Source: an optimization exercise on an open RTL-to-GDS flow (aim: a short achievable clock period). Production flows keep margins and buffers that such runs may drop.
No run shown here included a check of the RTL's function; only the layout flow was run.
Power figures rest on the tool's default switching activity, not on a simulated workload.

## flow/design.v (module list and top-level ports; edited modules follow where they fit)
// module g_inv: 1 lines
// module g_nand2: 1 lines
// module g_nor2: 1 lines
// module g_xor2: 1 lines
// module g_xnor2: 1 lines
// module g_aoi21: 1 lines
// module g_oai21: 1 lines
// module g_aoi22: 1 lines
// module g_aoi221: 1 lines
// module g_nand3: 1 lines
// module g_nand4: 1 lines
// module g_mux2i: 1 lines
// module g_nor3: 1 lines
// module g_ao22: 1 lines
// module g_ao221: 1 lines
// module add_ks10: 95 lines
// module add_ks11: 107 lines
// module res_mux: 48 lines
// module hc_gate: 11 lines
// module dec2: 10 lines
// module op7_sel: 22 lines
// module op7_pick: 69 lines
// module imm_sel: 16 lines
// module imm_pick: 33 lines
// module alu_pre: 39 lines
// module and16: 1 lines
// module or16: 1 lines
// module xor16: 1 lines
// module shl16: 8 lines
// module shr16: 8 lines
// module inc: 11 lines
// module dec: 11 lines
// module hi_pre: 27 lines
// module cnt_pre: 14 lines
// module add_ks16: 163 lines
// module hc_sel: 12 lines
// module res_sel: 23 lines
// module stack_cpu: 224 lines
module stack_cpu
(
  input  logic        clk,
  input  logic        rst_n,
  output logic [15:0] imem_addr,
  input  logic [15:0] insn,
  output logic [15:0] dmem_addr,
  output logic [15:0] dmem_wdata,
  output logic        dmem_we,
  output logic        dmem_re,
  output logic        dmem_byte,
  input  logic [15:0] dmem_rdata
);
  // ...
==> flow/flow/run.sh <==
#!/bin/bash
set -euo pipefail
export SETUP_SLACK_MARGIN=7.5
export BUFFER_PORTS_ARGS="-buffer_cell sky130_fd_sc_hd__buf_6"
bash standard.sh MATCH_CELL_FOOTPRINT=0 finish > standard.log 2>&1
==> flow/standard.sh <==
#!/bin/bash
# synth_recipe.tcl (not shown) runs the flow's synth.tcl, then flattens the netlist and writes it again
# the make line also repeats each setting of config.mk as NAME=value (left out here)
make -C /OpenROAD-flow-scripts/flow DESIGN_CONFIG=/design/flow/config.mk WORK_HOME=/design/flow/orfs CLKGATE_MAP_FILE= SYNTH_SCRIPT=/design/flow/synth_recipe.tcl "${@:-finish}"
==> flow/config.mk <==
export PLATFORM = sky130hd
export DESIGN_NAME = stack_cpu
export DESIGN_NICKNAME = stack_cpu
export VERILOG_FILES = /design/flow/design.v
export SDC_FILE = /design/flow/constraint.sdc
export NUM_CORES = 4
export LEC_CHECK = 0
export ABC_CLOCK_PERIOD_IN_PS = 2000
export CAP_MARGIN = 20
export CORE_MARGIN = 2
export CORE_UTILIZATION = 40
export PLACE_DENSITY = 0.6
export SLEW_MARGIN = 20
export SYNTH_HIERARCHICAL = 1
export SYNTH_MINIMUM_KEEP_SIZE = 0
export TNS_END_PERCENT = 10
==> flow/constraint.sdc <==
create_clock -name core_clock -period 12.5 [get_ports {clk}]
set_input_delay 2.5000 -clock core_clock [delete_from_list [all_inputs] [get_ports {clk}]]
set_output_delay 2.5000 -clock core_clock [all_outputs]
set_load 0.01 [all_outputs]
==> results_dict.tcl, run 1 <==
set metrics [dict create \
    p_sw_share_pct 36.7 \
    cp.depth 13 \
    clk_pin_slew_worst_paths_ns 0.06 \
    antenna_cells 2 \
    insertion_delay_ns 0.64 \
    fmax_mhz 140 \
    maxSlewHeadroom_pct 21.7 \
    powerDensity_mw_per_mm2 146 \
    crit_fanout 6 \
    fp.dieW_um 325 \
    cts-buffers-inserted 68 \
    cts_resized 309 \
    end_kind "primary output" \
    use_met2_pct 42.1 \
    whs_endpoint "isr[10]" \
    drc 0 \
    final_area_mm2 0.0500 \
    nNetsFinal 4074 \
    postLayoutSetupSlackWorst_ns 5.37 \
    power_mw 7.30 \
    wl_met2_um 66300 \
    max-cap-violations 0 \
    required_ns 10.00 \
    regArea_mm2 0.0177 \
    post_cts.repair.setup_buffers 112 \
    grt-ovfl-total 0 \
    h-tree-depth 3 \
    outcome "finished clean" \
    buffers 340 \
    reg2reg_to "ip[7]" \
    clock_buffers 77 \
    route.vias.total 33100 \
    pwr-share-seq_pct 34.4 \
    startpoint "insn[3]" \
]
==> module add_ks10, before the edit <==
module add_ks10
(
  input  logic [9:0] a,
  input  logic [9:0] x,
  output logic [9:0] s,
  output logic        con,
  output logic        co
);
  logic g0_0, t0_0, g0_1, t0_1, g0_2, t0_2, g0_3, t0_3, g0_4, t0_4, g0_5, t0_5, g0_6, t0_6, g0_7, t0_7, g0_8, t0_8, g0_9, t0_9, g1_1, g1_2, t1_2, g1_3, t1_3, g1_4, t1_4, g1_5, t1_5, g1_6, t1_6, g1_7, t1_7, g1_8, t1_8, g1_9, t1_9, g0_0_i, g2_2, g2_3, g2_4, t2_4, g2_5, t2_5, g2_6, t2_6, g2_7, t2_7, g2_8, t2_8, g2_9, t2_9, g3_4, g1_1_i, g3_5, g3_6, g3_7, g3_8, t3_8, g3_9, t3_9, g4_8, g4_9, p_0, p_1, p_2, p_3, p_4, p_5, p_6, p_7, p_8, p_9;
  g_nand2 u_g0_0 (.a(a[0]), .b(x[0]), .y(g0_0));
  g_nor2  u_t0_0 (.a(a[0]), .b(x[0]), .y(t0_0));
  g_nand2 u_g0_1 (.a(a[1]), .b(x[1]), .y(g0_1));
  g_nor2  u_t0_1 (.a(a[1]), .b(x[1]), .y(t0_1));
  g_nand2 u_g0_2 (.a(a[2]), .b(x[2]), .y(g0_2));
  g_nor2  u_t0_2 (.a(a[2]), .b(x[2]), .y(t0_2));
  g_nand2 u_g0_3 (.a(a[3]), .b(x[3]), .y(g0_3));
  g_nor2  u_t0_3 (.a(a[3]), .b(x[3]), .y(t0_3));
  g_nand2 u_g0_4 (.a(a[4]), .b(x[4]), .y(g0_4));
  g_nor2  u_t0_4 (.a(a[4]), .b(x[4]), .y(t0_4));
  g_nand2 u_g0_5 (.a(a[5]), .b(x[5]), .y(g0_5));
  g_nor2  u_t0_5 (.a(a[5]), .b(x[5]), .y(t0_5));
  g_nand2 u_g0_6 (.a(a[6]), .b(x[6]), .y(g0_6));
  g_nor2  u_t0_6 (.a(a[6]), .b(x[6]), .y(t0_6));
  g_nand2 u_g0_7 (.a(a[7]), .b(x[7]), .y(g0_7));
  g_nor2  u_t0_7 (.a(a[7]), .b(x[7]), .y(t0_7));
  g_nand2 u_g0_8 (.a(a[8]), .b(x[8]), .y(g0_8));
  g_nor2  u_t0_8 (.a(a[8]), .b(x[8]), .y(t0_8));
  g_nand2 u_g0_9 (.a(a[9]), .b(x[9]), .y(g0_9));
  g_nor2  u_t0_9 (.a(a[9]), .b(x[9]), .y(t0_9));
  g_oai21 u_g1_1 (.a1(t0_1), .a2(g0_0), .b(g0_1), .y(g1_1));
  g_oai21 u_g1_2 (.a1(t0_2), .a2(g0_1), .b(g0_2), .y(g1_2));
  g_nor2  u_t1_2 (.a(t0_2), .b(t0_1), .y(t1_2));
  g_oai21 u_g1_3 (.a1(t0_3), .a2(g0_2), .b(g0_3), .y(g1_3));
  g_nor2  u_t1_3 (.a(t0_3), .b(t0_2), .y(t1_3));
  g_oai21 u_g1_4 (.a1(t0_4), .a2(g0_3), .b(g0_4), .y(g1_4));
  g_nor2  u_t1_4 (.a(t0_4), .b(t0_3), .y(t1_4));
  g_oai21 u_g1_5 (.a1(t0_5), .a2(g0_4), .b(g0_5), .y(g1_5));
  g_nor2  u_t1_5 (.a(t0_5), .b(t0_4), .y(t1_5));
  g_oai21 u_g1_6 (.a1(t0_6), .a2(g0_5), .b(g0_6), .y(g1_6));
  g_nor2  u_t1_6 (.a(t0_6), .b(t0_5), .y(t1_6));
  g_oai21 u_g1_7 (.a1(t0_7), .a2(g0_6), .b(g0_7), .y(g1_7));
  g_nor2  u_t1_7 (.a(t0_7), .b(t0_6), .y(t1_7));
  g_oai21 u_g1_8 (.a1(t0_8), .a2(g0_7), .b(g0_8), .y(g1_8));
  g_nor2  u_t1_8 (.a(t0_8), .b(t0_7), .y(t1_8));
  g_oai21 u_g1_9 (.a1(t0_9), .a2(g0_8), .b(g0_9), .y(g1_9));
  g_nor2  u_t1_9 (.a(t0_9), .b(t0_8), .y(t1_9));
  g_inv   u_g0_0_i (.a(g0_0), .y(g0_0_i));
  g_aoi21 u_g2_2 (.a1(t1_2), .a2(g0_0_i), .b(g1_2), .y(g2_2));
  g_aoi21 u_g2_3 (.a1(t1_3), .a2(g1_1), .b(g1_3), .y(g2_3));
  g_aoi21 u_g2_4 (.a1(t1_4), .a2(g1_2), .b(g1_4), .y(g2_4));
  g_nand2 u_t2_4 (.a(t1_4), .b(t1_2), .y(t2_4));
  g_aoi21 u_g2_5 (.a1(t1_5), .a2(g1_3), .b(g1_5), .y(g2_5));
  g_nand2 u_t2_5 (.a(t1_5), .b(t1_3), .y(t2_5));
  g_aoi21 u_g2_6 (.a1(t1_6), .a2(g1_4), .b(g1_6), .y(g2_6));
  g_nand2 u_t2_6 (.a(t1_6), .b(t1_4), .y(t2_6));
  g_aoi21 u_g2_7 (.a1(t1_7), .a2(g1_5), .b(g1_7), .y(g2_7));
  g_nand2 u_t2_7 (.a(t1_7), .b(t1_5), .y(t2_7));
  g_aoi21 u_g2_8 (.a1(t1_8), .a2(g1_6), .b(g1_8), .y(g2_8));
  g_nand2 u_t2_8 (.a(t1_8), .b(t1_6), .y(t2_8));
  g_aoi21 u_g2_9 (.a1(t1_9), .a2(g1_7), .b(g1_9), .y(g2_9));
  g_nand2 u_t2_9 (.a(t1_9), .b(t1_7), .y(t2_9));
  g_oai21 u_g3_4 (.a1(t2_4), .a2(g0_0), .b(g2_4), .y(g3_4));
  g_inv   u_g1_1_i (.a(g1_1), .y(g1_1_i));
  g_oai21 u_g3_5 (.a1(t2_5), .a2(g1_1_i), .b(g2_5), .y(g3_5));
  g_oai21 u_g3_6 (.a1(t2_6), .a2(g2_2), .b(g2_6), .y(g3_6));
  g_oai21 u_g3_7 (.a1(t2_7), .a2(g2_3), .b(g2_7), .y(g3_7));
  g_oai21 u_g3_8 (.a1(t2_8), .a2(g2_4), .b(g2_8), .y(g3_8));
  g_nor2  u_t3_8 (.a(t2_8), .b(t2_4), .y(t3_8));
  g_oai21 u_g3_9 (.a1(t2_9), .a2(g2_5), .b(g2_9), .y(g3_9));
  g_nor2  u_t3_9 (.a(t2_9), .b(t2_5), .y(t3_9));
  g_aoi21 u_g4_8 (.a1(t3_8), .a2(g0_0_i), .b(g3_8), .y(g4_8));
  g_aoi21 u_g4_9 (.a1(t3_9), .a2(g1_1), .b(g3_9), .y(g4_9));
  g_xor2  u_p_0 (.a(a[0]), .b(x[0]), .y(p_0));
  assign s[0] = p_0;
  g_xor2  u_p_1 (.a(a[1]), .b(x[1]), .y(p_1));
  g_xnor2 u_s_1 (.a(p_1), .b(g0_0), .y(s[1]));
  g_xor2  u_p_2 (.a(a[2]), .b(x[2]), .y(p_2));
  g_xor2  u_s_2 (.a(p_2), .b(g1_1), .y(s[2]));
  g_xor2  u_p_3 (.a(a[3]), .b(x[3]), .y(p_3));
  g_xnor2 u_s_3 (.a(p_3), .b(g2_2), .y(s[3]));
  g_xor2  u_p_4 (.a(a[4]), .b(x[4]), .y(p_4));
  g_xnor2 u_s_4 (.a(p_4), .b(g2_3), .y(s[4]));
  g_xor2  u_p_5 (.a(a[5]), .b(x[5]), .y(p_5));
  g_xor2  u_s_5 (.a(p_5), .b(g3_4), .y(s[5]));
  g_xor2  u_p_6 (.a(a[6]), .b(x[6]), .y(p_6));
  g_xor2  u_s_6 (.a(p_6), .b(g3_5), .y(s[6]));
  g_xor2  u_p_7 (.a(a[7]), .b(x[7]), .y(p_7));
  g_xor2  u_s_7 (.a(p_7), .b(g3_6), .y(s[7]));
  g_xor2  u_p_8 (.a(a[8]), .b(x[8]), .y(p_8));
  g_xor2  u_s_8 (.a(p_8), .b(g3_7), .y(s[8]));
  g_xor2  u_p_9 (.a(a[9]), .b(x[9]), .y(p_9));
  g_xnor2 u_s_9 (.a(p_9), .b(g4_8), .y(s[9]));
  assign con = g4_9;
  g_inv   u_co (.a(g4_9), .y(co));
endmodule
==> module add_ks11, before the edit <==
module add_ks11
(
  input  logic [10:0] a,
  input  logic [10:0] x,
  output logic [10:0] s,
  output logic        con,
  output logic        co
);
  logic g0_0, t0_0, g0_1, t0_1, g0_2, t0_2, g0_3, t0_3, g0_4, t0_4, g0_5, t0_5, g0_6, t0_6, g0_7, t0_7, g0_8, t0_8, g0_9, t0_9, g0_10, t0_10, g1_1, g1_2, t1_2, g1_3, t1_3, g1_4, t1_4, g1_5, t1_5, g1_6, t1_6, g1_7, t1_7, g1_8, t1_8, g1_9, t1_9, g1_10, t1_10, g0_0_i, g2_2, g2_3, g2_4, t2_4, g2_5, t2_5, g2_6, t2_6, g2_7, t2_7, g2_8, t2_8, g2_9, t2_9, g2_10, t2_10, g3_4, g1_1_i, g3_5, g3_6, g3_7, g3_8, t3_8, g3_9, t3_9, g3_10, t3_10, g4_8, g4_9, g2_2_i, g4_10, p_0, p_1, p_2, p_3, p_4, p_5, p_6, p_7, p_8, p_9, p_10;
  g_nand2 u_g0_0 (.a(a[0]), .b(x[0]), .y(g0_0));
  g_nor2  u_t0_0 (.a(a[0]), .b(x[0]), .y(t0_0));
  g_nand2 u_g0_1 (.a(a[1]), .b(x[1]), .y(g0_1));
  g_nor2  u_t0_1 (.a(a[1]), .b(x[1]), .y(t0_1));
  g_nand2 u_g0_2 (.a(a[2]), .b(x[2]), .y(g0_2));
  g_nor2  u_t0_2 (.a(a[2]), .b(x[2]), .y(t0_2));
  g_nand2 u_g0_3 (.a(a[3]), .b(x[3]), .y(g0_3));
  g_nor2  u_t0_3 (.a(a[3]), .b(x[3]), .y(t0_3));
  g_nand2 u_g0_4 (.a(a[4]), .b(x[4]), .y(g0_4));
  g_nor2  u_t0_4 (.a(a[4]), .b(x[4]), .y(t0_4));
  g_nand2 u_g0_5 (.a(a[5]), .b(x[5]), .y(g0_5));
  g_nor2  u_t0_5 (.a(a[5]), .b(x[5]), .y(t0_5));
  g_nand2 u_g0_6 (.a(a[6]), .b(x[6]), .y(g0_6));
  g_nor2  u_t0_6 (.a(a[6]), .b(x[6]), .y(t0_6));
  g_nand2 u_g0_7 (.a(a[7]), .b(x[7]), .y(g0_7));
  g_nor2  u_t0_7 (.a(a[7]), .b(x[7]), .y(t0_7));
  g_nand2 u_g0_8 (.a(a[8]), .b(x[8]), .y(g0_8));
  g_nor2  u_t0_8 (.a(a[8]), .b(x[8]), .y(t0_8));
  g_nand2 u_g0_9 (.a(a[9]), .b(x[9]), .y(g0_9));
  g_nor2  u_t0_9 (.a(a[9]), .b(x[9]), .y(t0_9));
  g_nand2 u_g0_10 (.a(a[10]), .b(x[10]), .y(g0_10));
  g_nor2  u_t0_10 (.a(a[10]), .b(x[10]), .y(t0_10));
  g_oai21 u_g1_1 (.a1(t0_1), .a2(g0_0), .b(g0_1), .y(g1_1));
  g_oai21 u_g1_2 (.a1(t0_2), .a2(g0_1), .b(g0_2), .y(g1_2));
  g_nor2  u_t1_2 (.a(t0_2), .b(t0_1), .y(t1_2));
  g_oai21 u_g1_3 (.a1(t0_3), .a2(g0_2), .b(g0_3), .y(g1_3));
  g_nor2  u_t1_3 (.a(t0_3), .b(t0_2), .y(t1_3));
  g_oai21 u_g1_4 (.a1(t0_4), .a2(g0_3), .b(g0_4), .y(g1_4));
  g_nor2  u_t1_4 (.a(t0_4), .b(t0_3), .y(t1_4));
  g_oai21 u_g1_5 (.a1(t0_5), .a2(g0_4), .b(g0_5), .y(g1_5));
  g_nor2  u_t1_5 (.a(t0_5), .b(t0_4), .y(t1_5));
  g_oai21 u_g1_6 (.a1(t0_6), .a2(g0_5), .b(g0_6), .y(g1_6));
  g_nor2  u_t1_6 (.a(t0_6), .b(t0_5), .y(t1_6));
  g_oai21 u_g1_7 (.a1(t0_7), .a2(g0_6), .b(g0_7), .y(g1_7));
  g_nor2  u_t1_7 (.a(t0_7), .b(t0_6), .y(t1_7));
  g_oai21 u_g1_8 (.a1(t0_8), .a2(g0_7), .b(g0_8), .y(g1_8));
  g_nor2  u_t1_8 (.a(t0_8), .b(t0_7), .y(t1_8));
  g_oai21 u_g1_9 (.a1(t0_9), .a2(g0_8), .b(g0_9), .y(g1_9));
  g_nor2  u_t1_9 (.a(t0_9), .b(t0_8), .y(t1_9));
  g_oai21 u_g1_10 (.a1(t0_10), .a2(g0_9), .b(g0_10), .y(g1_10));
  g_nor2  u_t1_10 (.a(t0_10), .b(t0_9), .y(t1_10));
  g_inv   u_g0_0_i (.a(g0_0), .y(g0_0_i));
  g_aoi21 u_g2_2 (.a1(t1_2), .a2(g0_0_i), .b(g1_2), .y(g2_2));
  g_aoi21 u_g2_3 (.a1(t1_3), .a2(g1_1), .b(g1_3), .y(g2_3));
  g_aoi21 u_g2_4 (.a1(t1_4), .a2(g1_2), .b(g1_4), .y(g2_4));
  g_nand2 u_t2_4 (.a(t1_4), .b(t1_2), .y(t2_4));
  g_aoi21 u_g2_5 (.a1(t1_5), .a2(g1_3), .b(g1_5), .y(g2_5));
  g_nand2 u_t2_5 (.a(t1_5), .b(t1_3), .y(t2_5));
  g_aoi21 u_g2_6 (.a1(t1_6), .a2(g1_4), .b(g1_6), .y(g2_6));
  g_nand2 u_t2_6 (.a(t1_6), .b(t1_4), .y(t2_6));
  g_aoi21 u_g2_7 (.a1(t1_7), .a2(g1_5), .b(g1_7), .y(g2_7));
  g_nand2 u_t2_7 (.a(t1_7), .b(t1_5), .y(t2_7));
  g_aoi21 u_g2_8 (.a1(t1_8), .a2(g1_6), .b(g1_8), .y(g2_8));
  g_nand2 u_t2_8 (.a(t1_8), .b(t1_6), .y(t2_8));
  g_aoi21 u_g2_9 (.a1(t1_9), .a2(g1_7), .b(g1_9), .y(g2_9));
  g_nand2 u_t2_9 (.a(t1_9), .b(t1_7), .y(t2_9));
  g_aoi21 u_g2_10 (.a1(t1_10), .a2(g1_8), .b(g1_10), .y(g2_10));
  g_nand2 u_t2_10 (.a(t1_10), .b(t1_8), .y(t2_10));
  g_oai21 u_g3_4 (.a1(t2_4), .a2(g0_0), .b(g2_4), .y(g3_4));
  g_inv   u_g1_1_i (.a(g1_1), .y(g1_1_i));
  g_oai21 u_g3_5 (.a1(t2_5), .a2(g1_1_i), .b(g2_5), .y(g3_5));
  g_oai21 u_g3_6 (.a1(t2_6), .a2(g2_2), .b(g2_6), .y(g3_6));
  g_oai21 u_g3_7 (.a1(t2_7), .a2(g2_3), .b(g2_7), .y(g3_7));
  g_oai21 u_g3_8 (.a1(t2_8), .a2(g2_4), .b(g2_8), .y(g3_8));
  g_nor2  u_t3_8 (.a(t2_8), .b(t2_4), .y(t3_8));
  g_oai21 u_g3_9 (.a1(t2_9), .a2(g2_5), .b(g2_9), .y(g3_9));
  g_nor2  u_t3_9 (.a(t2_9), .b(t2_5), .y(t3_9));
  g_oai21 u_g3_10 (.a1(t2_10), .a2(g2_6), .b(g2_10), .y(g3_10));
  g_nor2  u_t3_10 (.a(t2_10), .b(t2_6), .y(t3_10));
  g_aoi21 u_g4_8 (.a1(t3_8), .a2(g0_0_i), .b(g3_8), .y(g4_8));
  g_aoi21 u_g4_9 (.a1(t3_9), .a2(g1_1), .b(g3_9), .y(g4_9));
  g_inv   u_g2_2_i (.a(g2_2), .y(g2_2_i));
  g_aoi21 u_g4_10 (.a1(t3_10), .a2(g2_2_i), .b(g3_10), .y(g4_10));
  g_xor2  u_p_0 (.a(a[0]), .b(x[0]), .y(p_0));
  assign s[0] = p_0;
  g_xor2  u_p_1 (.a(a[1]), .b(x[1]), .y(p_1));
  g_xnor2 u_s_1 (.a(p_1), .b(g0_0), .y(s[1]));
  g_xor2  u_p_2 (.a(a[2]), .b(x[2]), .y(p_2));
  g_xor2  u_s_2 (.a(p_2), .b(g1_1), .y(s[2]));
  g_xor2  u_p_3 (.a(a[3]), .b(x[3]), .y(p_3));
  g_xnor2 u_s_3 (.a(p_3), .b(g2_2), .y(s[3]));
  g_xor2  u_p_4 (.a(a[4]), .b(x[4]), .y(p_4));
  g_xnor2 u_s_4 (.a(p_4), .b(g2_3), .y(s[4]));
  g_xor2  u_p_5 (.a(a[5]), .b(x[5]), .y(p_5));
  g_xor2  u_s_5 (.a(p_5), .b(g3_4), .y(s[5]));
  g_xor2  u_p_6 (.a(a[6]), .b(x[6]), .y(p_6));
  g_xor2  u_s_6 (.a(p_6), .b(g3_5), .y(s[6]));
  g_xor2  u_p_7 (.a(a[7]), .b(x[7]), .y(p_7));
  g_xor2  u_s_7 (.a(p_7), .b(g3_6), .y(s[7]));
  g_xor2  u_p_8 (.a(a[8]), .b(x[8]), .y(p_8));
  g_xor2  u_s_8 (.a(p_8), .b(g3_7), .y(s[8]));
  g_xor2  u_p_9 (.a(a[9]), .b(x[9]), .y(p_9));
  g_xnor2 u_s_9 (.a(p_9), .b(g4_8), .y(s[9]));
  g_xor2  u_p_10 (.a(a[10]), .b(x[10]), .y(p_10));
  g_xnor2 u_s_10 (.a(p_10), .b(g4_9), .y(s[10]));
  assign con = g4_10;
  g_inv   u_co (.a(g4_10), .y(co));
endmodule
==> module imm_sel, before the edit <==
module imm_sel
(
  input  logic [15:0] insn,
  output logic        s_lbz,    
  output logic        s_w,      
  output logic        s_sx      
);
  logic off, b, z, w;
  assign off   = !insn[15] && insn[11:10] == 2'b00;
  assign b     = off && (insn[14:12] == 3'b010 || insn[14:12] == 3'b011 || insn[14:12] == 3'b101);
  assign z     = off && insn[14:12] == 3'b110;
  assign w     = off && insn[14:12] == 3'b100;
  assign s_lbz = insn[15] || b || z;
  assign s_w   = w;
  assign s_sx  = b || w;
endmodule
==> module imm_pick, before the edit <==
module imm_pick
(
  input  logic [15:0] insn,
  input  logic        s_ip2,
  input  logic [15:0] ip2,
  output logic [15:0] y
);
  logic s_lbz, s_w, s_sx, s_lit;
  imm_sel u_sel (.insn(insn), .s_lbz(s_lbz), .s_w(s_w), .s_sx(s_sx));
  assign s_lit = insn[15];
  for (genvar k = 0; k < 16; k++)
  begin : g_bit
    logic n0, n1;
    g_nand2 u_n1 (.a(s_ip2), .b(ip2[k]), .y(n1));
    if (k < 9)
    begin : g_lo
      g_aoi22 u_n0 (.a1(s_lbz), .a2(insn[k]), .b1(s_w), .b2(insn[k+1]), .y(n0));
    end
    else if (k == 9)
    begin : g_9
      g_aoi22 u_n0 (.a1(s_lbz), .a2(insn[9]), .b1(s_w), .b2(insn[9]), .y(n0));
    end
    else if (k < 15)
    begin : g_hi
      g_aoi22 u_n0 (.a1(s_lit), .a2(insn[k]), .b1(s_sx), .b2(insn[9]), .y(n0));
    end
    else
    begin : g_15
      g_nand2 u_n0 (.a(s_sx), .b(insn[9]), .y(n0));
    end
    g_nand2 u_y (.a(n0), .b(n1), .y(y[k]));
  end
endmodule
==> module add_ks16, before the edit <==
module add_ks16
(
  input  logic [15:0] a,
  input  logic [15:0] x,
  output logic [15:0] s,
  output logic        con,
  output logic        co
);
  logic g0_0, t0_0, g0_1, t0_1, g0_2, t0_2, g0_3, t0_3, g0_4, t0_4, g0_5, t0_5, g0_6, t0_6, g0_7, t0_7, g0_8, t0_8, g0_9, t0_9, g0_10, t0_10, g0_11, t0_11, g0_12, t0_12, g0_13, t0_13, g0_14, t0_14, g0_15, t0_15, g1_1, g1_2, t1_2, g1_3, t1_3, g1_4, t1_4, g1_5, t1_5, g1_6, t1_6, g1_7, t1_7, g1_8, t1_8, g1_9, t1_9, g1_10, t1_10, g1_11, t1_11, g1_12, t1_12, g1_13, t1_13, g1_14, t1_14, g1_15, t1_15, g0_0_i, g2_2, g2_3, g2_4, t2_4, g2_5, t2_5, g2_6, t2_6, g2_7, t2_7, g2_8, t2_8, g2_9, t2_9, g2_10, t2_10, g2_11, t2_11, g2_12, t2_12, g2_13, t2_13, g2_14, t2_14, g2_15, t2_15, g3_4, g1_1_i, g3_5, g3_6, g3_7, g3_8, t3_8, g3_9, t3_9, g3_10, t3_10, g3_11, t3_11, g3_12, t3_12, g3_13, t3_13, g3_14, t3_14, g3_15, t3_15, g4_8, g4_9, g2_2_i, g4_10, g2_3_i, g4_11, g4_12, g4_13, g4_14, g4_15, p_0, p_1, p_2, p_3, p_4, p_5, p_6, p_7, p_8, p_9, p_10, p_11, p_12, p_13, p_14, p_15;
  g_nand2 u_g0_0 (.a(a[0]), .b(x[0]), .y(g0_0));
  g_nor2  u_t0_0 (.a(a[0]), .b(x[0]), .y(t0_0));
  g_nand2 u_g0_1 (.a(a[1]), .b(x[1]), .y(g0_1));
  g_nor2  u_t0_1 (.a(a[1]), .b(x[1]), .y(t0_1));
  g_nand2 u_g0_2 (.a(a[2]), .b(x[2]), .y(g0_2));
  g_nor2  u_t0_2 (.a(a[2]), .b(x[2]), .y(t0_2));
  g_nand2 u_g0_3 (.a(a[3]), .b(x[3]), .y(g0_3));
  g_nor2  u_t0_3 (.a(a[3]), .b(x[3]), .y(t0_3));
  g_nand2 u_g0_4 (.a(a[4]), .b(x[4]), .y(g0_4));
  g_nor2  u_t0_4 (.a(a[4]), .b(x[4]), .y(t0_4));
  g_nand2 u_g0_5 (.a(a[5]), .b(x[5]), .y(g0_5));
  g_nor2  u_t0_5 (.a(a[5]), .b(x[5]), .y(t0_5));
  g_nand2 u_g0_6 (.a(a[6]), .b(x[6]), .y(g0_6));
  g_nor2  u_t0_6 (.a(a[6]), .b(x[6]), .y(t0_6));
  g_nand2 u_g0_7 (.a(a[7]), .b(x[7]), .y(g0_7));
  g_nor2  u_t0_7 (.a(a[7]), .b(x[7]), .y(t0_7));
  g_nand2 u_g0_8 (.a(a[8]), .b(x[8]), .y(g0_8));
  g_nor2  u_t0_8 (.a(a[8]), .b(x[8]), .y(t0_8));
  g_nand2 u_g0_9 (.a(a[9]), .b(x[9]), .y(g0_9));
  g_nor2  u_t0_9 (.a(a[9]), .b(x[9]), .y(t0_9));
  g_nand2 u_g0_10 (.a(a[10]), .b(x[10]), .y(g0_10));
  g_nor2  u_t0_10 (.a(a[10]), .b(x[10]), .y(t0_10));
  g_nand2 u_g0_11 (.a(a[11]), .b(x[11]), .y(g0_11));
  g_nor2  u_t0_11 (.a(a[11]), .b(x[11]), .y(t0_11));
  g_nand2 u_g0_12 (.a(a[12]), .b(x[12]), .y(g0_12));
  g_nor2  u_t0_12 (.a(a[12]), .b(x[12]), .y(t0_12));
  g_nand2 u_g0_13 (.a(a[13]), .b(x[13]), .y(g0_13));
  g_nor2  u_t0_13 (.a(a[13]), .b(x[13]), .y(t0_13));
  g_nand2 u_g0_14 (.a(a[14]), .b(x[14]), .y(g0_14));
  g_nor2  u_t0_14 (.a(a[14]), .b(x[14]), .y(t0_14));
  g_nand2 u_g0_15 (.a(a[15]), .b(x[15]), .y(g0_15));
  g_nor2  u_t0_15 (.a(a[15]), .b(x[15]), .y(t0_15));
  g_oai21 u_g1_1 (.a1(t0_1), .a2(g0_0), .b(g0_1), .y(g1_1));
  g_oai21 u_g1_2 (.a1(t0_2), .a2(g0_1), .b(g0_2), .y(g1_2));
  g_nor2  u_t1_2 (.a(t0_2), .b(t0_1), .y(t1_2));
  g_oai21 u_g1_3 (.a1(t0_3), .a2(g0_2), .b(g0_3), .y(g1_3));
  g_nor2  u_t1_3 (.a(t0_3), .b(t0_2), .y(t1_3));
  g_oai21 u_g1_4 (.a1(t0_4), .a2(g0_3), .b(g0_4), .y(g1_4));
  g_nor2  u_t1_4 (.a(t0_4), .b(t0_3), .y(t1_4));
  g_oai21 u_g1_5 (.a1(t0_5), .a2(g0_4), .b(g0_5), .y(g1_5));
  g_nor2  u_t1_5 (.a(t0_5), .b(t0_4), .y(t1_5));
  g_oai21 u_g1_6 (.a1(t0_6), .a2(g0_5), .b(g0_6), .y(g1_6));
  g_nor2  u_t1_6 (.a(t0_6), .b(t0_5), .y(t1_6));
  g_oai21 u_g1_7 (.a1(t0_7), .a2(g0_6), .b(g0_7), .y(g1_7));
  g_nor2  u_t1_7 (.a(t0_7), .b(t0_6), .y(t1_7));
  g_oai21 u_g1_8 (.a1(t0_8), .a2(g0_7), .b(g0_8), .y(g1_8));
  g_nor2  u_t1_8 (.a(t0_8), .b(t0_7), .y(t1_8));
  g_oai21 u_g1_9 (.a1(t0_9), .a2(g0_8), .b(g0_9), .y(g1_9));
  g_nor2  u_t1_9 (.a(t0_9), .b(t0_8), .y(t1_9));
  g_oai21 u_g1_10 (.a1(t0_10), .a2(g0_9), .b(g0_10), .y(g1_10));
  g_nor2  u_t1_10 (.a(t0_10), .b(t0_9), .y(t1_10));
  g_oai21 u_g1_11 (.a1(t0_11), .a2(g0_10), .b(g0_11), .y(g1_11));
  g_nor2  u_t1_11 (.a(t0_11), .b(t0_10), .y(t1_11));
  g_oai21 u_g1_12 (.a1(t0_12), .a2(g0_11), .b(g0_12), .y(g1_12));
  g_nor2  u_t1_12 (.a(t0_12), .b(t0_11), .y(t1_12));
  g_oai21 u_g1_13 (.a1(t0_13), .a2(g0_12), .b(g0_13), .y(g1_13));
  g_nor2  u_t1_13 (.a(t0_13), .b(t0_12), .y(t1_13));
  g_oai21 u_g1_14 (.a1(t0_14), .a2(g0_13), .b(g0_14), .y(g1_14));
  g_nor2  u_t1_14 (.a(t0_14), .b(t0_13), .y(t1_14));
  g_oai21 u_g1_15 (.a1(t0_15), .a2(g0_14), .b(g0_15), .y(g1_15));
  g_nor2  u_t1_15 (.a(t0_15), .b(t0_14), .y(t1_15));
  g_inv   u_g0_0_i (.a(g0_0), .y(g0_0_i));
  g_aoi21 u_g2_2 (.a1(t1_2), .a2(g0_0_i), .b(g1_2), .y(g2_2));
  g_aoi21 u_g2_3 (.a1(t1_3), .a2(g1_1), .b(g1_3), .y(g2_3));
  g_aoi21 u_g2_4 (.a1(t1_4), .a2(g1_2), .b(g1_4), .y(g2_4));
  g_nand2 u_t2_4 (.a(t1_4), .b(t1_2), .y(t2_4));
  g_aoi21 u_g2_5 (.a1(t1_5), .a2(g1_3), .b(g1_5), .y(g2_5));
  g_nand2 u_t2_5 (.a(t1_5), .b(t1_3), .y(t2_5));
  g_aoi21 u_g2_6 (.a1(t1_6), .a2(g1_4), .b(g1_6), .y(g2_6));
  g_nand2 u_t2_6 (.a(t1_6), .b(t1_4), .y(t2_6));
  g_aoi21 u_g2_7 (.a1(t1_7), .a2(g1_5), .b(g1_7), .y(g2_7));
  g_nand2 u_t2_7 (.a(t1_7), .b(t1_5), .y(t2_7));
  g_aoi21 u_g2_8 (.a1(t1_8), .a2(g1_6), .b(g1_8), .y(g2_8));
  g_nand2 u_t2_8 (.a(t1_8), .b(t1_6), .y(t2_8));
  g_aoi21 u_g2_9 (.a1(t1_9), .a2(g1_7), .b(g1_9), .y(g2_9));
  g_nand2 u_t2_9 (.a(t1_9), .b(t1_7), .y(t2_9));
  g_aoi21 u_g2_10 (.a1(t1_10), .a2(g1_8), .b(g1_10), .y(g2_10));
  g_nand2 u_t2_10 (.a(t1_10), .b(t1_8), .y(t2_10));
  g_aoi21 u_g2_11 (.a1(t1_11), .a2(g1_9), .b(g1_11), .y(g2_11));
  g_nand2 u_t2_11 (.a(t1_11), .b(t1_9), .y(t2_11));
  g_aoi21 u_g2_12 (.a1(t1_12), .a2(g1_10), .b(g1_12), .y(g2_12));
  g_nand2 u_t2_12 (.a(t1_12), .b(t1_10), .y(t2_12));
  g_aoi21 u_g2_13 (.a1(t1_13), .a2(g1_11), .b(g1_13), .y(g2_13));
  g_nand2 u_t2_13 (.a(t1_13), .b(t1_11), .y(t2_13));
  g_aoi21 u_g2_14 (.a1(t1_14), .a2(g1_12), .b(g1_14), .y(g2_14));
  g_nand2 u_t2_14 (.a(t1_14), .b(t1_12), .y(t2_14));
  g_aoi21 u_g2_15 (.a1(t1_15), .a2(g1_13), .b(g1_15), .y(g2_15));
  g_nand2 u_t2_15 (.a(t1_15), .b(t1_13), .y(t2_15));
  g_oai21 u_g3_4 (.a1(t2_4), .a2(g0_0), .b(g2_4), .y(g3_4));
  g_inv   u_g1_1_i (.a(g1_1), .y(g1_1_i));
  g_oai21 u_g3_5 (.a1(t2_5), .a2(g1_1_i), .b(g2_5), .y(g3_5));
  g_oai21 u_g3_6 (.a1(t2_6), .a2(g2_2), .b(g2_6), .y(g3_6));
  g_oai21 u_g3_7 (.a1(t2_7), .a2(g2_3), .b(g2_7), .y(g3_7));
  g_oai21 u_g3_8 (.a1(t2_8), .a2(g2_4), .b(g2_8), .y(g3_8));
  g_nor2  u_t3_8 (.a(t2_8), .b(t2_4), .y(t3_8));
  g_oai21 u_g3_9 (.a1(t2_9), .a2(g2_5), .b(g2_9), .y(g3_9));
  g_nor2  u_t3_9 (.a(t2_9), .b(t2_5), .y(t3_9));
  g_oai21 u_g3_10 (.a1(t2_10), .a2(g2_6), .b(g2_10), .y(g3_10));
  g_nor2  u_t3_10 (.a(t2_10), .b(t2_6), .y(t3_10));
  g_oai21 u_g3_11 (.a1(t2_11), .a2(g2_7), .b(g2_11), .y(g3_11));
  g_nor2  u_t3_11 (.a(t2_11), .b(t2_7), .y(t3_11));
  g_oai21 u_g3_12 (.a1(t2_12), .a2(g2_8), .b(g2_12), .y(g3_12));
  g_nor2  u_t3_12 (.a(t2_12), .b(t2_8), .y(t3_12));
  g_oai21 u_g3_13 (.a1(t2_13), .a2(g2_9), .b(g2_13), .y(g3_13));
  g_nor2  u_t3_13 (.a(t2_13), .b(t2_9), .y(t3_13));
  g_oai21 u_g3_14 (.a1(t2_14), .a2(g2_10), .b(g2_14), .y(g3_14));
  g_nor2  u_t3_14 (.a(t2_14), .b(t2_10), .y(t3_14));
  g_oai21 u_g3_15 (.a1(t2_15), .a2(g2_11), .b(g2_15), .y(g3_15));
  g_nor2  u_t3_15 (.a(t2_15), .b(t2_11), .y(t3_15));
  g_aoi21 u_g4_8 (.a1(t3_8), .a2(g0_0_i), .b(g3_8), .y(g4_8));
  g_aoi21 u_g4_9 (.a1(t3_9), .a2(g1_1), .b(g3_9), .y(g4_9));
  g_inv   u_g2_2_i (.a(g2_2), .y(g2_2_i));
  g_aoi21 u_g4_10 (.a1(t3_10), .a2(g2_2_i), .b(g3_10), .y(g4_10));
  g_inv   u_g2_3_i (.a(g2_3), .y(g2_3_i));
  g_aoi21 u_g4_11 (.a1(t3_11), .a2(g2_3_i), .b(g3_11), .y(g4_11));
  g_aoi21 u_g4_12 (.a1(t3_12), .a2(g3_4), .b(g3_12), .y(g4_12));
  g_aoi21 u_g4_13 (.a1(t3_13), .a2(g3_5), .b(g3_13), .y(g4_13));
  g_aoi21 u_g4_14 (.a1(t3_14), .a2(g3_6), .b(g3_14), .y(g4_14));
  g_aoi21 u_g4_15 (.a1(t3_15), .a2(g3_7), .b(g3_15), .y(g4_15));
  g_xor2  u_p_0 (.a(a[0]), .b(x[0]), .y(p_0));
  assign s[0] = p_0;
  g_xor2  u_p_1 (.a(a[1]), .b(x[1]), .y(p_1));
  g_xnor2 u_s_1 (.a(p_1), .b(g0_0), .y(s[1]));
  g_xor2  u_p_2 (.a(a[2]), .b(x[2]), .y(p_2));
  g_xor2  u_s_2 (.a(p_2), .b(g1_1), .y(s[2]));
  g_xor2  u_p_3 (.a(a[3]), .b(x[3]), .y(p_3));
  g_xnor2 u_s_3 (.a(p_3), .b(g2_2), .y(s[3]));
  g_xor2  u_p_4 (.a(a[4]), .b(x[4]), .y(p_4));
  g_xnor2 u_s_4 (.a(p_4), .b(g2_3), .y(s[4]));
  g_xor2  u_p_5 (.a(a[5]), .b(x[5]), .y(p_5));
  g_xor2  u_s_5 (.a(p_5), .b(g3_4), .y(s[5]));
  g_xor2  u_p_6 (.a(a[6]), .b(x[6]), .y(p_6));
  g_xor2  u_s_6 (.a(p_6), .b(g3_5), .y(s[6]));
  g_xor2  u_p_7 (.a(a[7]), .b(x[7]), .y(p_7));
  g_xor2  u_s_7 (.a(p_7), .b(g3_6), .y(s[7]));
  g_xor2  u_p_8 (.a(a[8]), .b(x[8]), .y(p_8));
  g_xor2  u_s_8 (.a(p_8), .b(g3_7), .y(s[8]));
  g_xor2  u_p_9 (.a(a[9]), .b(x[9]), .y(p_9));
  g_xnor2 u_s_9 (.a(p_9), .b(g4_8), .y(s[9]));
  g_xor2  u_p_10 (.a(a[10]), .b(x[10]), .y(p_10));
  g_xnor2 u_s_10 (.a(p_10), .b(g4_9), .y(s[10]));
  g_xor2  u_p_11 (.a(a[11]), .b(x[11]), .y(p_11));
  g_xnor2 u_s_11 (.a(p_11), .b(g4_10), .y(s[11]));
  g_xor2  u_p_12 (.a(a[12]), .b(x[12]), .y(p_12));
  g_xnor2 u_s_12 (.a(p_12), .b(g4_11), .y(s[12]));
  g_xor2  u_p_13 (.a(a[13]), .b(x[13]), .y(p_13));
  g_xnor2 u_s_13 (.a(p_13), .b(g4_12), .y(s[13]));
  g_xor2  u_p_14 (.a(a[14]), .b(x[14]), .y(p_14));
  g_xnor2 u_s_14 (.a(p_14), .b(g4_13), .y(s[14]));
  g_xor2  u_p_15 (.a(a[15]), .b(x[15]), .y(p_15));
  g_xnor2 u_s_15 (.a(p_15), .b(g4_14), .y(s[15]));
  assign con = g4_15;
  g_inv   u_co (.a(g4_15), .y(co));
endmodule
==> module res_sel, before the edit <==
module res_sel
(
  input  logic [15:0] insn,
  input  logic        t_zero,
  output logic [8:0]  sel,
  output logic        s_ip2
);
  logic is_b, is_w, is_6, cond;
  assign is_b  = insn[15:13] == 3'b001 || insn[15:12] == 4'b0101;
  assign is_w  = insn[15:12] == 4'b0100;
  assign is_6  = insn[15:12] == 4'b0110;
  assign cond  = insn[0] ^ t_zero;    
  assign sel[0] = is_b && insn[11:10] == 2'd1;
  assign sel[1] = is_b && insn[11:10] == 2'd2;
  assign sel[2] = is_b && insn[11:10] == 2'd3;
  assign sel[3] = is_w && insn[11:10] == 2'd1;
  assign sel[4] = is_w && insn[11:10] == 2'd2;
  assign sel[5] = is_w && insn[11:10] == 2'd3;
  assign sel[6] = is_6 && insn[11:10] == 2'd1;
  assign sel[7] = is_6 && insn[11];
  assign sel[8] = insn[15:12] == 4'b0000 || (insn[15:12] == 4'b0001 && cond);
  assign s_ip2  = insn[15:12] == 4'b0001 && !cond;
endmodule
==> module stack_cpu, before the edit <==
module stack_cpu
(
  input  logic        clk,
  input  logic        rst_n,
  output logic [15:0] imem_addr,
  input  logic [15:0] insn,
  output logic [15:0] dmem_addr,
  output logic [15:0] dmem_wdata,
  output logic        dmem_we,
  output logic        dmem_re,
  output logic        dmem_byte,
  input  logic [15:0] dmem_rdata
);
  logic [15:0] ip, fp, isr;
  logic [15:0] top0, top1;           
  logic [15:0] dmem_stk [16];        
  logic [4:0]  depth;                
  logic [15:0] cmem [16];            
  logic [4:0]  cptr;                 
  logic [15:0] ctop;                 
  logic [15:0] ip2;
  logic [3:0] op;
  logic [1:0] asel;
  logic is_lit, is_j, is_jc, is_b, is_w, is_6, is_alu, is_sys;
  assign op     = insn[15:12];
  assign asel   = insn[11:10];
  assign is_lit = insn[15];
  assign is_j   = op == 4'b0000;
  assign is_jc  = op == 4'b0001;
  assign is_b   = insn[15:13] == 3'b001 || op == 4'b0101;   
  assign is_w   = op == 4'b0100;                             
  assign is_6   = op == 4'b0110;                             
  assign is_alu = op == 4'b0111 && !insn[11];
  assign is_sys = op == 4'b0111 && insn[11];
  logic [15:0] tn_sum, tn_dif, tn_and, tn_or, tn_xor, tn_shl, tn_shr, t_addz, t_addnz;
  logic        t_zero, tn_eq, tn_lt;
  logic [5:0]  t_hp;
  alu_pre u_alu_pre (.t(top0), .n(top1), .tn_sum(tn_sum), .tn_dif(tn_dif), .tn_and(tn_and),
                     .tn_or(tn_or), .tn_xor(tn_xor), .tn_shl(tn_shl), .tn_shr(tn_shr),
                     .tn_eq(tn_eq), .tn_lt(tn_lt), .t_addz(t_addz), .t_addnz(t_addnz),
                     .t_zero(t_zero), .t_hp(t_hp));
  logic [9:0] xb, xw;
  logic       sgn;
  assign xb  = insn[9:0];               
  assign xw  = {insn[9], insn[9:1]};    
  assign sgn = insn[9];
  logic [5:0] fp_hm, fp_hp, ip_hm, ip_hp, c_hm, c_hp;
  logic [4:0] br_hm, br_hp;
  hi_pre u_hi_pre (.fp(fp), .ip(ip), .c(ctop), .fp_hm(fp_hm), .fp_hp(fp_hp), .ip_hm(ip_hm),
                   .ip_hp(ip_hp), .c_hm(c_hm), .c_hp(c_hp), .br_hm(br_hm), .br_hp(br_hp),
                   .ip2(ip2));
  logic [8:0][9:0] lo;
  logic [8:0]      con, co;
  logic [7:0][5:0] hc0, hc1;
  logic [4:0]      bhc0, bhc1;
  logic            blo10;
  logic [10:0]     br_lo;
  add_ks10 u_fp_b (.a(fp[9:0]),   .x(xb), .s(lo[0]), .con(con[0]), .co(co[0]));
  add_ks10 u_ip_b (.a(ip[9:0]),   .x(xb), .s(lo[1]), .con(con[1]), .co(co[1]));
  add_ks10 u_c_b  (.a(ctop[9:0]), .x(xb), .s(lo[2]), .con(con[2]), .co(co[2]));
  add_ks10 u_fp_w (.a(fp[9:0]),   .x(xw), .s(lo[3]), .con(con[3]), .co(co[3]));
  add_ks10 u_ip_w (.a(ip[9:0]),   .x(xw), .s(lo[4]), .con(con[4]), .co(co[4]));
  add_ks10 u_c_w  (.a(ctop[9:0]), .x(xw), .s(lo[5]), .con(con[5]), .co(co[5]));
  add_ks10 u_t_b  (.a(top0[9:0]), .x(xb), .s(lo[7]), .con(con[7]), .co(co[7]));
  add_ks11 u_br   (.a(ip[10:0]),  .x(insn[11:1]), .s(br_lo), .con(con[8]), .co(co[8]));
  assign lo[6] = lo[0];
  assign con[6] = con[0];
  assign co[6]  = co[0];
  assign lo[8] = br_lo[9:0];
  assign blo10 = br_lo[10];
  hc_sel #(.W(6)) u_hc_fp (.s(sgn), .h(fp[15:10]),   .hm(fp_hm), .hp(fp_hp), .hc0(hc0[0]), .hc1(hc1[0]));
  hc_sel #(.W(6)) u_hc_ip (.s(sgn), .h(ip[15:10]),   .hm(ip_hm), .hp(ip_hp), .hc0(hc0[1]), .hc1(hc1[1]));
  hc_sel #(.W(6)) u_hc_c  (.s(sgn), .h(ctop[15:10]), .hm(c_hm),  .hp(c_hp),  .hc0(hc0[2]), .hc1(hc1[2]));
  assign hc1[3] = hc1[0];
  assign hc0[3] = hc0[0];
  assign hc1[4] = hc1[1];
  assign hc0[4] = hc0[1];
  assign hc1[5] = hc1[2];
  assign hc0[5] = hc0[2];
  assign hc1[6] = fp_hp;
  assign hc0[6] = fp[15:10];
  assign hc1[7] = t_hp;
  assign hc0[7] = top0[15:10];
  hc_sel #(.W(5)) u_hc_br (.s(insn[11]), .h(ip[15:11]), .hm(br_hm), .hp(br_hp), .hc0(bhc0), .hc1(bhc1));
  logic s_br, s_ip2, s_6i, s_6f, s_sisr, s_sc, s_sfp;
  logic [8:0] sel;
  res_sel u_rsel (.insn(insn), .t_zero(t_zero), .sel(sel), .s_ip2(s_ip2));
  assign s_br = sel[8];
  assign s_6i   = is_6 && asel == 2'd0;
  assign s_6f   = is_6 && asel == 2'd1;
  assign s_sisr = is_sys && insn[4] && !insn[0];
  assign s_sc   = is_sys && !insn[4] && !insn[0] && insn[3:2] == 2'b00;
  assign s_sfp  = is_sys && insn[3:0] == 4'b0011;
  logic [3:0][15:0] v_op7;
  logic [15:0] v_imm, alu_res;
  logic [8:0]  rsel;
  logic [7:0][5:0] ha, hb;
  logic [4:0]  bha, bhb;
  op7_pick u_op7 (.insn(insn), .tn_sum(tn_sum), .tn_dif(tn_dif),
                  .tn_and(tn_and), .tn_or(tn_or), .tn_xor(tn_xor),
                  .tn_shl(tn_shl), .tn_shr(tn_shr), .tn_eq(tn_eq), .tn_lt(tn_lt),
                  .t(top0), .n(top1), .t_addz(t_addz),
                  .t_addnz(t_addnz), .isr(isr), .c(ctop), .fp(fp), .imm(v_imm),
                  .y(v_op7));
  imm_pick u_imm (.insn(insn), .s_ip2(s_ip2), .ip2(ip2), .y(v_imm));
  assign rsel = {sel[8:1], sel[0] || sel[6]};
  for (genvar j = 0; j < 8; j++)
  begin : g_hg
    hc_gate #(.W(6)) u_hg (.sel(sel[j]), .hc0(hc0[j]), .hc1(hc1[j]), .ha(ha[j]), .hb(hb[j]));
  end
  hc_gate #(.W(5)) u_hg_br (.sel(sel[8]), .hc0(bhc0), .hc1(bhc1), .ha(bha), .hb(bhb));
  res_mux u_res (.sel(rsel), .lo(lo), .co(co), .con(con), .ha(ha), .hb(hb), .bha(bha), .bhb(bhb),
                 .blo10(blo10), .op7(v_op7), .y(alu_res));
  logic push, pop, load_stk, wr1, rd, wr, byt, cpush, cpop;
  assign push     = is_lit || op == 4'b0010 || (is_w && !insn[0]) || op == 4'b0101 ||
                    (op == 4'b0111 && insn[7]);
  assign pop      = is_jc || op == 4'b0011 || (is_w && insn[0]) || (is_alu && insn[6]) ||
                    (is_sys && insn[2]) || (is_sys && insn[4] && insn[0]);
  assign load_stk = push || is_alu || (is_sys && insn[3] && !insn[1]);
  assign wr1      = op == 4'b0111 && insn[3] && !(insn[11] && insn[4]);
  assign rd       = op == 4'b0010 || (is_w && !insn[0]) || s_6i ||
                    (is_sys && insn[3:2] == 2'b10);
  assign wr       = op == 4'b0011 || (is_w && insn[0]) || (is_sys && insn[3:2] == 2'b11);
  assign byt      = insn[15:13] == 3'b001 || (op == 4'b0111 && insn[0]);
  assign cpush    = (is_j && insn[0]) || s_6i || s_sisr || s_sfp;
  assign cpop     = s_sc;
  assign imem_addr  = ip;
  assign dmem_addr  = alu_res;
  assign dmem_wdata = (op == 4'b0111 && !(insn[11] && insn[4])) ? top1 : top0;
  assign dmem_we    = rst_n && wr;
  assign dmem_re    = rst_n && rd;
  assign dmem_byte  = byt && (rd || wr);
  logic [15:0] rd_data, din, ip_nx, fp_nx, cdin;
  assign rd_data = byt ? {8'h00, dmem_rdata[7:0]} : dmem_rdata;
  assign din     = rd ? rd_data : alu_res;
  assign cdin    = s_sfp ? fp : ip2;
  always_comb
  begin
    if (s_br)
      ip_nx = alu_res;
    else if (s_6i)
      ip_nx = {6'd0, xb};
    else if (is_sys && insn[3:0] == 4'b0000)
      ip_nx = insn[4] ? isr : ctop;
    else
      ip_nx = ip2;
    if (s_6f)
      fp_nx = alu_res;
    else if (is_sys && insn[3:0] == 4'b0010)
      fp_nx = insn[4] ? isr : ctop;
    else
      fp_nx = fp;
  end
  always_ff @(posedge clk)
  begin
    if (!rst_n)
    begin
      ip  <= 16'd0;
      fp  <= 16'd0;
      isr <= 16'd0;
    end
    else
    begin
      ip <= ip_nx;
      fp <= fp_nx;
      if (insn == 16'h7811)
        isr <= top0;
    end
  end
  logic [3:0] sp;
  assign sp = depth[3:0] - 4'd2;
  always_ff @(posedge clk)
  begin
    if (push && !pop && depth >= 5'd2)
      dmem_stk[sp] <= top1;
    if (push && !pop)
      top1 <= top0;
    else if (pop && !push)
    begin
      top0 <= top1;
      top1 <= dmem_stk[sp - 4'd1];
    end
    if (load_stk)
    begin
      if (wr1)
        top1 <= din;
      else
        top0 <= din;
    end
  end
  logic [4:0] cptr_p, cptr_m, depth_p, depth_m;
  cnt_pre u_cnt (.cptr(cptr), .depth(depth), .cptr_p(cptr_p), .cptr_m(cptr_m),
                 .depth_p(depth_p), .depth_m(depth_m));
  always_ff @(posedge clk)
  begin
    if (!rst_n)
      depth <= 5'd0;
    else if (push && !pop)
      depth <= depth_p;
    else if (pop && !push)
      depth <= depth_m;
  end
  always_ff @(posedge clk)
  begin
    if (cpush)
      cmem[cptr[3:0]] <= cdin;
  end
  always_ff @(posedge clk)
  begin
    if (cpush && !cpop)
      ctop <= cdin;
    else if (cpop && !cpush)
      ctop <= cmem[cptr[3:0] - 4'd2];
  end
  always_ff @(posedge clk)
  begin
    if (!rst_n)
      cptr <= 5'd0;
    else if (cpush && !cpop)
      cptr <= cptr_p;
    else if (cpop && !cpush)
      cptr <= cptr_m;
  end
endmodule
==> run 2, diff against run 1 <==
--- a/flow/design.v
+++ b/flow/design.v
@@ -59,6 +59,8 @@
 module g_nor3  (input logic a, b, c, output logic y);             assign y = ~(a | b | c);           endmodule
 module g_ao22  (input logic a1, a2, b1, b2, output logic y);      assign y = (a1 & a2) | (b1 & b2);  endmodule
 module g_ao221 (input logic a1, a2, b1, b2, c, output logic y);   assign y = (a1 & a2) | (b1 & b2) | c; endmodule
+module g_ao21  (input logic a1, a2, b, output logic y);           assign y = (a1 & a2) | b;          endmodule
+module g_o21a  (input logic a1, a2, b, output logic y);           assign y = (a1 | a2) & b;          endmodule
 `timescale 1ns/100ps
 module add_ks10
 (
@@ -153,7 +155,7 @@
   g_xor2  u_p_9 (.a(a[9]), .b(x[9]), .y(p_9));
   g_xnor2 u_s_9 (.a(p_9), .b(g4_8), .y(s[9]));
   assign con = g4_9;
-  g_inv   u_co (.a(g4_9), .y(co));
+  g_ao21  u_co (.a1(t3_9), .a2(g1_1), .b(g3_9), .y(co));
 endmodule
 module add_ks11
 (
@@ -260,7 +262,7 @@
   g_xor2  u_p_10 (.a(a[10]), .b(x[10]), .y(p_10));
   g_xnor2 u_s_10 (.a(p_10), .b(g4_9), .y(s[10]));
   assign con = g4_10;
-  g_inv   u_co (.a(g4_10), .y(co));
+  g_ao21  u_co (.a1(t3_10), .a2(g2_2_i), .b(g3_10), .y(co));
 endmodule
 module res_mux
 (
@@ -427,7 +429,9 @@
   input  logic [15:0] insn,
   output logic        s_lbz,    
   output logic        s_w,      
-  output logic        s_sx      
+  output logic        s_sx,     
+  output logic        jnz,      
+  output logic        jz        
 );
   logic off, b, z, w;
   assign off   = !insn[15] && insn[11:10] == 2'b00;
@@ -437,21 +441,35 @@
   assign s_lbz = insn[15] || b || z;
   assign s_w   = w;
   assign s_sx  = b || w;
+  assign jnz   = insn[15:12] == 4'b0001 && insn[0];
+  assign jz    = insn[15:12] == 4'b0001 && !insn[0];
+endmodule
+module ip2_gate
+(
+  input  logic        t_zero,
+  input  logic [15:0] ip2,
+  output logic [15:0] ip2_z,
+  output logic [15:0] ip2_nz
+);
+  assign ip2_z  = {16{t_zero}} & ip2;
+  assign ip2_nz = {16{!t_zero}} & ip2;
 endmodule
 module imm_pick
 (
   input  logic [15:0] insn,
-  input  logic        s_ip2,
+  input  logic        t_zero,
   input  logic [15:0] ip2,
   output logic [15:0] y
 );
-  logic s_lbz, s_w, s_sx, s_lit;
-  imm_sel u_sel (.insn(insn), .s_lbz(s_lbz), .s_w(s_w), .s_sx(s_sx));
+  logic s_lbz, s_w, s_sx, s_lit, jnz, jz;
+  logic [15:0] ip2_z, ip2_nz;
+  imm_sel u_sel (.insn(insn), .s_lbz(s_lbz), .s_w(s_w), .s_sx(s_sx), .jnz(jnz), .jz(jz));
+  ip2_gate u_ip2 (.t_zero(t_zero), .ip2(ip2), .ip2_z(ip2_z), .ip2_nz(ip2_nz));
   assign s_lit = insn[15];
   for (genvar k = 0; k < 16; k++)
   begin : g_bit
     logic n0, n1;
-    g_nand2 u_n1 (.a(s_ip2), .b(ip2[k]), .y(n1));
+    g_aoi22 u_n1 (.a1(jnz), .a2(ip2_z[k]), .b1(jz), .b2(ip2_nz[k]), .y(n1));
     if (k < 9)
     begin : g_lo
       g_aoi22 u_n0 (.a1(s_lbz), .a2(insn[k]), .b1(s_w), .b2(insn[k+1]), .y(n0));
@@ -753,7 +771,7 @@
   g_xor2  u_p_15 (.a(a[15]), .b(x[15]), .y(p_15));
   g_xnor2 u_s_15 (.a(p_15), .b(g4_14), .y(s[15]));
   assign con = g4_15;
-  g_inv   u_co (.a(g4_15), .y(co));
+  g_ao21  u_co (.a1(t3_15), .a2(g3_7), .b(g3_15), .y(co));
 endmodule
 module hc_sel #(parameter int W = 6)
 (
@@ -771,8 +789,7 @@
 (
   input  logic [15:0] insn,
   input  logic        t_zero,
-  output logic [8:0]  sel,
-  output logic        s_ip2
+  output logic [8:0]  sel
 );
   logic is_b, is_w, is_6, cond;
   assign is_b  = insn[15:13] == 3'b001 || insn[15:12] == 4'b0101;
@@ -788,7 +805,6 @@
   assign sel[6] = is_6 && insn[11:10] == 2'd1;
   assign sel[7] = is_6 && insn[11];
   assign sel[8] = insn[15:12] == 4'b0000 || (insn[15:12] == 4'b0001 && cond);
-  assign s_ip2  = insn[15:12] == 4'b0001 && !cond;
 endmodule
 `timescale 1ns/100ps
 module stack_cpu
@@ -856,9 +872,7 @@
   add_ks10 u_c_w  (.a(ctop[9:0]), .x(xw), .s(lo[5]), .con(con[5]), .co(co[5]));
   add_ks10 u_t_b  (.a(top0[9:0]), .x(xb), .s(lo[7]), .con(con[7]), .co(co[7]));
   add_ks11 u_br   (.a(ip[10:0]),  .x(insn[11:1]), .s(br_lo), .con(con[8]), .co(co[8]));
-  assign lo[6] = lo[0];
-  assign con[6] = con[0];
-  assign co[6]  = co[0];
+  add_ks10 u_fp_z (.a(fp[9:0]),   .x(xb), .s(lo[6]), .con(con[6]), .co(co[6]));   
   assign lo[8] = br_lo[9:0];
   assign blo10 = br_lo[10];
   hc_sel #(.W(6)) u_hc_fp (.s(sgn), .h(fp[15:10]),   .hm(fp_hm), .hp(fp_hp), .hc0(hc0[0]), .hc1(hc1[0]));
@@ -875,9 +889,9 @@
   assign hc1[7] = t_hp;
   assign hc0[7] = top0[15:10];
   hc_sel #(.W(5)) u_hc_br (.s(insn[11]), .h(ip[15:11]), .hm(br_hm), .hp(br_hp), .hc0(bhc0), .hc1(bhc1));
-  logic s_br, s_ip2, s_6i, s_6f, s_sisr, s_sc, s_sfp;
+  logic s_br, s_6i, s_6f, s_sisr, s_sc, s_sfp;
   logic [8:0] sel;
-  res_sel u_rsel (.insn(insn), .t_zero(t_zero), .sel(sel), .s_ip2(s_ip2));
+  res_sel u_rsel (.insn(insn), .t_zero(t_zero), .sel(sel));
   assign s_br = sel[8];
   assign s_6i   = is_6 && asel == 2'd0;
   assign s_6f   = is_6 && asel == 2'd1;
@@ -895,7 +909,7 @@
                   .t(top0), .n(top1), .t_addz(t_addz),
                   .t_addnz(t_addnz), .isr(isr), .c(ctop), .fp(fp), .imm(v_imm),
                   .y(v_op7));
-  imm_pick u_imm (.insn(insn), .s_ip2(s_ip2), .ip2(ip2), .y(v_imm));
+  imm_pick u_imm (.insn(insn), .t_zero(t_zero), .ip2(ip2), .y(v_imm));
   assign rsel = {sel[8:1], sel[0] || sel[6]};
   for (genvar j = 0; j < 8; j++)
   begin : g_hg
==> flow/flow/run.sh (replaced) <==
#!/bin/bash
set -euo pipefail
export SETUP_SLACK_MARGIN=7.5
export BUFFER_PORTS_ARGS="-buffer_cell sky130_fd_sc_hd__buf_6"
bash standard.sh > standard.log 2>&1
==> run 2 against run 1 <==
Compared with the run above: sequential cell count stayed put; clock-buffer cell count is 8 higher; worst setup slack better by 0.15 ns; design area is 2.1% higher; largest power group unchanged.
==> results_dict.tcl, run 2 <==
set metrics [dict create \
    outcome "finished clean" \
    fmax_mhz 143 \
    finalHoldViolCount 0 \
    cts_tree "yes" \
    crit_fanout 24 \
    dpl_worst_slack_ns 4.82 \
    cts-buffers-inserted 68 \
    drive_gt1_share_pct 35.1 \
    final_common_cell "edfxtp_1" \
    drv_slew 0 \
    grt_pass1_wl_um 222000 \
    fp.dieW_um 328 \
    wl_per_cell_um 28.5 \
    core_area_mm2 0.104 \
    drc 0 \
    maxSlewHeadroom_pct 21.5 \
    first_iter_violations 4329 \
    cts_buffer_depth 3 \
    route.vias.total 33900 \
    grt_use_total_pct 28.1 \
    cp_data_arrival_time_ns 4.48 \
    drt_wl_total_um 157000 \
    clock-sinks 617 \
    postLayoutSetupSlackWorst_ns 5.52 \
    grt_max_degree 66 \
    netlist_area_mm2 0.0419 \
    fin_setup_tns_ns 0 \
    h-tree-depth 3 \
    end_kind "primary output" \
    start_kind "input port" \
    syn_nets 3869 \
    max-vdd-ir-drop_v 0.000139 \
    powerDensity_mw_per_mm2 142 \
    required_ns 10.00 \
    grt_pass1_vias 32000 \
    synthCells 3782 \
    tightest_slew_ns 1.17 \
    clk_pin_slew_worst_paths_ns 0.06 \
    grt-ovfl-total 0 \
    p_leak_nw 18.9 \
    max-cap-violations 0 \
    hold_class "flip-flop to flip-flop" \
    via_per_inst 6.18 \
    crit_type "input port to primary output" \
    nNetsFinal 4144 \
    postSynthAreaPerCell_um2 11.1 \
    fill_cells 9167 \
    die_h_um 328 \
    root_buffer "clkbuf_16" \
    fin_crit_sh_pct 55.8 \
    yosys_warnings 7 \
    firstDrtPassIters 7 \
    skew_ns 0.0573 \
    dieArea_mm2 0.107 \
    ant_nets 0 \
    areaGrowthSynthToFinish_pct 22.0 \
    fin_crit_ns 6.98 \
    io_pins 85 \
    rows 118 \
    initial_core_util_pct 40.4 \
    dp_hpwl_um 95200 \
    insertion_delay_ns 0.66 \
    setup_viol 0 \
    antenna_found_initial 1 \
    rsz0062_at_grt "yes" \
    io_buffers 84 \
    final_cell_mix "528 x edfxtp_1, 445 x nand2_1, 235 x nor2_1" \
    gp_congestion 0.975 \
]
-- run 2: area by class of cell --
cell class / instances / area [µm²] / area share (%)
Multi-Input combinational cell: 2867 / 24800 / 48.6
Sequential cell: 617 / 17700 / 34.6
Timing Repair Buffer: 339 / 3990 / 7.81
Clock buffer: 85 / 1890 / 3.70
Tap cell: 1380 / 1730 / 3.38
Inverter: 164 / 621 / 1.21
Clock inverter: 39 / 394 / 0.771
Antenna cell: 2 / 5.00 / 0.00979
-- run 2: path summary, 6_finish.rpt --
check	start	endpoint	slack, ns	depth (start not counted)
setup reg to reg	top0[7]	top1[15]	7.95	16
hold reg to reg	isr[1]	isr[1]	0.50	2
hold / removal	isr[1]	isr[1]	0.50	2
setup / recovery	insn[1]	dmem_addr[7]	5.52	9
-- run 2: critical path: stages --
cell and delay (ns):
bufbuf_16 0.31, and2b_1 0.30, a22oi_2 0.22, nand2_1 0.11
a22o_1 0.29, a221oi_2 0.22, nand4_1 0.19, buf_4 0.21
buf_6 0.12
-- run 2: metal layers --
metal,share of wire (%),global-route usage (%),up-vias
met5,0.011,0,-
met4,5.5,13.5,2
met3,10,5.68,487
met2,43,41.9,1987
met1,41,39.2,16800
li1,-,-,14700
-- run 2: timing repair --
item	CTS	global route
buffers inserted	93	31
pin swaps	155	48
gates cloned	34	6
hold buffers	0	0
gates resized for setup	389	105
endpoints found under the setup margin	231	223
-- run 2: through the flow --
| stage | power [mW] | cell area (µm²) | hold WS (ns) | util (%) | instances |
|---|---|---|---|---|---|
| floorplan | 4.18 | 42100 | 0.467 | - | 3782 |
| global placement | 4.97 | 44800 | 0.479 | 43.2 | 5202 |
| detailed placement | 4.99 | 44800 | 0.485 | 43.2 | 5203 |
| CTS | 7.17 | 50300 | 0.494 | 48.5 | 5454 |
| global route | 7.50 | 51100 | 0.517 | 49.3 | 5491 |
| finish | 7.25 | 51100 | 0.498 | 49.3 | 5493 |
-- run 2: report_power, final --
part           switching [mW]  total (mW)  internal, mW
clock network           0.895        2.04          1.14
registers               0.130        2.51          2.38
logic                    1.70        2.70          1.01

-- re-timing with driven ports --
The flow's constraints put no driver on any port. The routed layouts listed below were extracted and timed again, unchanged, in two steps. Step 1 (the two cells are an assumption about what drives the block):
set clk [get_ports {clk}]
set_driving_cell -lib_cell sky130_fd_sc_hd__clkbuf_16 $clk
set_driving_cell -lib_cell sky130_fd_sc_hd__buf_2 [delete_from_list [all_inputs] $clk]
Step 2, shift: input delay + t, output delay - t, t = (earliest + latest rising clock arrival at the registers) / 2. This alone moves slack from input paths to output paths. Three values: ideal ports, drivers, drivers and shift; two values: the first two.
run | t (ns) | setup slack, ns | latest minus earliest clock arrival (ns) | worst register clock-pin slew, ns
run 1 | 0.686 | 5.375 / 5.085 / 4.483 | 0.042 / 0.041 | 0.07 / 0.07
run 2 | 0.697 | 5.521 / 5.260 / 5.260 | 0.058 / 0.058 | 0.07 / 0.07
After both steps every run listed still meets setup and hold. The setup slack of run 1, which loses most, moves by -0.290 ns with the drivers and by -0.892 ns with both steps.
